What follows belongs to an exercise in optimizing a design on an open flow for small area and few clock cycles; a production flow would make more cautious choices.
In this exercise RTL edits were held to simulation tests only and were not proved equivalent to the original.
Power is estimated from default activity; no workload was simulated.

==> flow/design.v (excerpt) <==
module core_top #(
    parameter core_pkg::word_t RESET_ADDR = 32'h0000_0000
) (
    input  logic       i_clk,
    input  logic       i_rst,
    output core_pkg::word_t      o_imem_raddr,
    input  core_pkg::word_t      i_imem_rdata,
    output core_pkg::word_t      o_dmem_addr,
    output logic       o_dmem_ren,
    output logic       o_dmem_wen,
    output core_pkg::word_t      o_dmem_wdata,
    output logic [3:0] o_dmem_mask,
    input  core_pkg::word_t      i_dmem_rdata,
    output logic       o_retire_valid,
    output logic       o_retire_halt,
    output core_pkg::word_t      o_retire_inst,
    output core_pkg::word_t      o_retire_pc,
    output core_pkg::reg_addr_t  o_retire_rd_waddr,
    output core_pkg::word_t      o_retire_rd_wdata
);
    logic [31:2] pc_q, pc_d;
    logic        halted_q;
    core_pkg::word_t     x_inst;
    logic                x_full, x_rs1_hit, x_rs2_hit;
    core_pkg::reg_addr_t x_rs1, x_rs2, x_rd;
    core_pkg::word_t     x_imm, x_rs1_data, x_rs2_data, x_op2, x_sum, x_result;
    logic                x_reg_write, x_is_op, x_is_lui, x_mem_read, x_mem_write;
    logic                x_halt, x_sub, x_alt, x_valid;
    core_pkg::word_t     w_inst, w_result, w_rd_wdata;
    logic                w_valid, w_halt, w_wen, w_load;
    assign pc_d         = i_rst ? RESET_ADDR[31:2] : pc_q + 30'd1;
    assign o_imem_raddr = {pc_d, 2'b00};
    inst_decoder u_decoder (
        .i_inst(x_inst), .o_rs1(x_rs1), .o_rs2(x_rs2), .o_rd(x_rd),
        .o_reg_write(x_reg_write), .o_is_op(x_is_op), .o_is_lui(x_is_lui),
        .o_mem_read(x_mem_read), .o_mem_write(x_mem_write), .o_halt(x_halt),
        .o_sub(x_sub), .o_alt(x_alt), .o_imm(x_imm)
    );
    hazard_unit u_hazard (
        .i_full(x_full), .i_halted(halted_q), .o_valid(x_valid)
    );
  ...
clock: 8.0 ns
lec_check: 0
cap_margin: 20
core_margin: 2
core_utilization: 40
cts_buf_list: sky130_fd_sc_hd__clkbuf_8
place_density: 0.5
setup_slack_margin: 0.12
slew_margin: 20
synth_hierarchical: 1
synth_minimum_keep_size: 0
standard.sh (not shown) runs the stock make flow with config.mk's settings and CLKGATE_MAP_FILE= SYNTH_SCRIPT=/design/flow/synth_recipe.tcl, a recipe that flattens the netlist after the stock synthesis.
==> flow/flow/run.sh <==
#!/bin/bash
# Standard layout, with plain buffers (buf_1) in place of delay cells on the
# ports. The whole make output goes to flow_make.log; each ORFS step keeps its
# own log under orfs/logs/.
set -o pipefail
bash standard.sh "BUFFER_PORTS_ARGS=-buffer_cell sky130_fd_sc_hd__buf_1" finish > flow_make.log 2>&1
The starting point finished with timing, DRC and antenna clean.
Testbench counts at the start, summed over its fixed seeds: cycles 9,696.
Next try:
==> flow/flow/run.sh (replaced) <==
#!/bin/bash
# Standard layout, with plain buffers (buf_1) in place of delay cells on the
# ports, and a clock tree of clkbuf_8 without dummy balancing loads. The whole
# make output goes to flow_make.log; each ORFS step keeps its own log under
# orfs/logs/.
set -o pipefail
bash standard.sh "BUFFER_PORTS_ARGS=-buffer_cell sky130_fd_sc_hd__buf_1" \
    "CTS_ARGS=-sink_clustering_enable -repair_clock_nets -buf_list sky130_fd_sc_hd__clkbuf_8 -dont_use_dummy_load" \
    finish > flow_make.log 2>&1
Settings changed: CAP_MARGIN 20 to 10, CELL_PAD_IN_SITES_DETAIL_PLACEMENT from default to 1, CELL_PAD_IN_SITES_GLOBAL_PLACEMENT from default to 1, PLACE_DENSITY 0.5 to default, SETUP_SLACK_MARGIN 0.12 to 0.15, SLEW_MARGIN 20 to 10.
After rerunning:
- total power decreases by 4.8%
- die area is unchanged
- synthesized cell count stays the same
- routed wire length climbs by about 2.5%
- core utilization shrinks by 0.32 points

Another version of the RTL of core_top (not shown whole).
Size in the first run: about 3,300 cells after synthesis, roughly 1,100 flip-flops, roughly 50,000 µm² of cells after synthesis.
export LEC_CHECK = 0
export CAP_MARGIN = 20
export CELL_PAD_IN_SITES_DETAIL_PLACEMENT = 1
export CELL_PAD_IN_SITES_GLOBAL_PLACEMENT = 1
export CORE_MARGIN = 2
export CORE_UTILIZATION = 40
export CTS_BUF_LIST = sky130_fd_sc_hd__clkbuf_8
export SETUP_SLACK_MARGIN = 0.15
export SLEW_MARGIN = 20
export SYNTH_HIERARCHICAL = 1
export SYNTH_MINIMUM_KEEP_SIZE = 0
create_clock -name core_clock -period 8.0 [get_ports {i_clk}]
==> flow/flow/run.sh <==
#!/bin/bash
# Standard layout, with plain buffers (buf_1) in place of delay cells on the
# ports. The whole make output goes to flow_make.log; each ORFS step keeps its
# own log under orfs/logs/.
set -o pipefail
bash standard.sh "BUFFER_PORTS_ARGS=-buffer_cell sky130_fd_sc_hd__buf_1" finish > flow_make.log 2>&1
Testbench counts at the start, summed over its fixed seeds: cycles 9,696.
Change:
==> flow/run.sh (new file) <==
#!/bin/bash
# synth_recipe.tcl (not shown) runs the flow's synth.tcl, then flattens the netlist and writes it again
# the make line also repeats each setting of config.mk as NAME=value (left out here)
make -C /OpenROAD-flow-scripts/flow DESIGN_CONFIG=/design/flow/config.mk WORK_HOME=/design/flow/orfs CLKGATE_MAP_FILE= SYNTH_SCRIPT=/design/flow/synth_recipe.tcl finish
--- a/flow/config.mk
+++ b/flow/config.mk
@@ -8,8 +8,5 @@
 export CAP_MARGIN = 20
-export CELL_PAD_IN_SITES_DETAIL_PLACEMENT = 1
-export CELL_PAD_IN_SITES_GLOBAL_PLACEMENT = 1
 export CORE_MARGIN = 2
 export CORE_UTILIZATION = 40
-export CTS_BUF_LIST = sky130_fd_sc_hd__clkbuf_8
-export SETUP_SLACK_MARGIN = 0.15
+export GPL_TIMING_DRIVEN = 0
 export SLEW_MARGIN = 20
removed: flow/flow/run.sh
removed: flow/standard.sh
Now the flow finished but failed the layout checks on negative setup slack.
Via count stays flat.
Global-route usage drops by 2.6 points.
Die area does not change.
Combinational power climbs by 8.9%.
Core utilization climbs by 3.1 points.
Clock-buffer cell count drops by 60.
Clock power climbs by 6.7%.
Critical path depth climbs by 1.
Setup slack is worse by 0.090 ns.
Hold slack is worse by 0.015 ns.

-- afterwards: timing with drivers on the ports --
In the flow no input, the clock included, has a driving cell. The finished layouts below were timed again as built, in two steps. Step 1 (the two cells are an assumption about what drives the block):
set clk [get_ports {i_clk}]
set_driving_cell -lib_cell sky130_fd_sc_hd__clkbuf_16 $clk
set_driving_cell -lib_cell sky130_fd_sc_hd__buf_2 [delete_from_list [all_inputs] $clk]
Step 2 also shifts input and output timing later by t, the mid clock arrival at the registers, as if the neighbouring blocks saw the same clock. Three values: ideal ports, drivers, drivers and shift; two values: the first two.
run | t, ns | slack for setup (ns) | worst register clock-pin slew, ns
the first run of note 1 | 0.980 | 0.143 / 0.061 / 0.247 | 0.07 / 0.07
the second run of note 1 | 0.923 | 0.119 / 0.043 / 0.077 | 0.07 / 0.07
the first run of note 2 | 0.994 | 0.064 / -0.007 / 0.178 | 0.07 / 0.07
the second run of note 2 | 0.788 | -0.026 / -0.107 / -0.023 | 0.08 / 0.08
For the second run of note 1, which loses most, drivers alone change the setup slack by -0.076 ns; drivers and shift together by -0.042 ns.
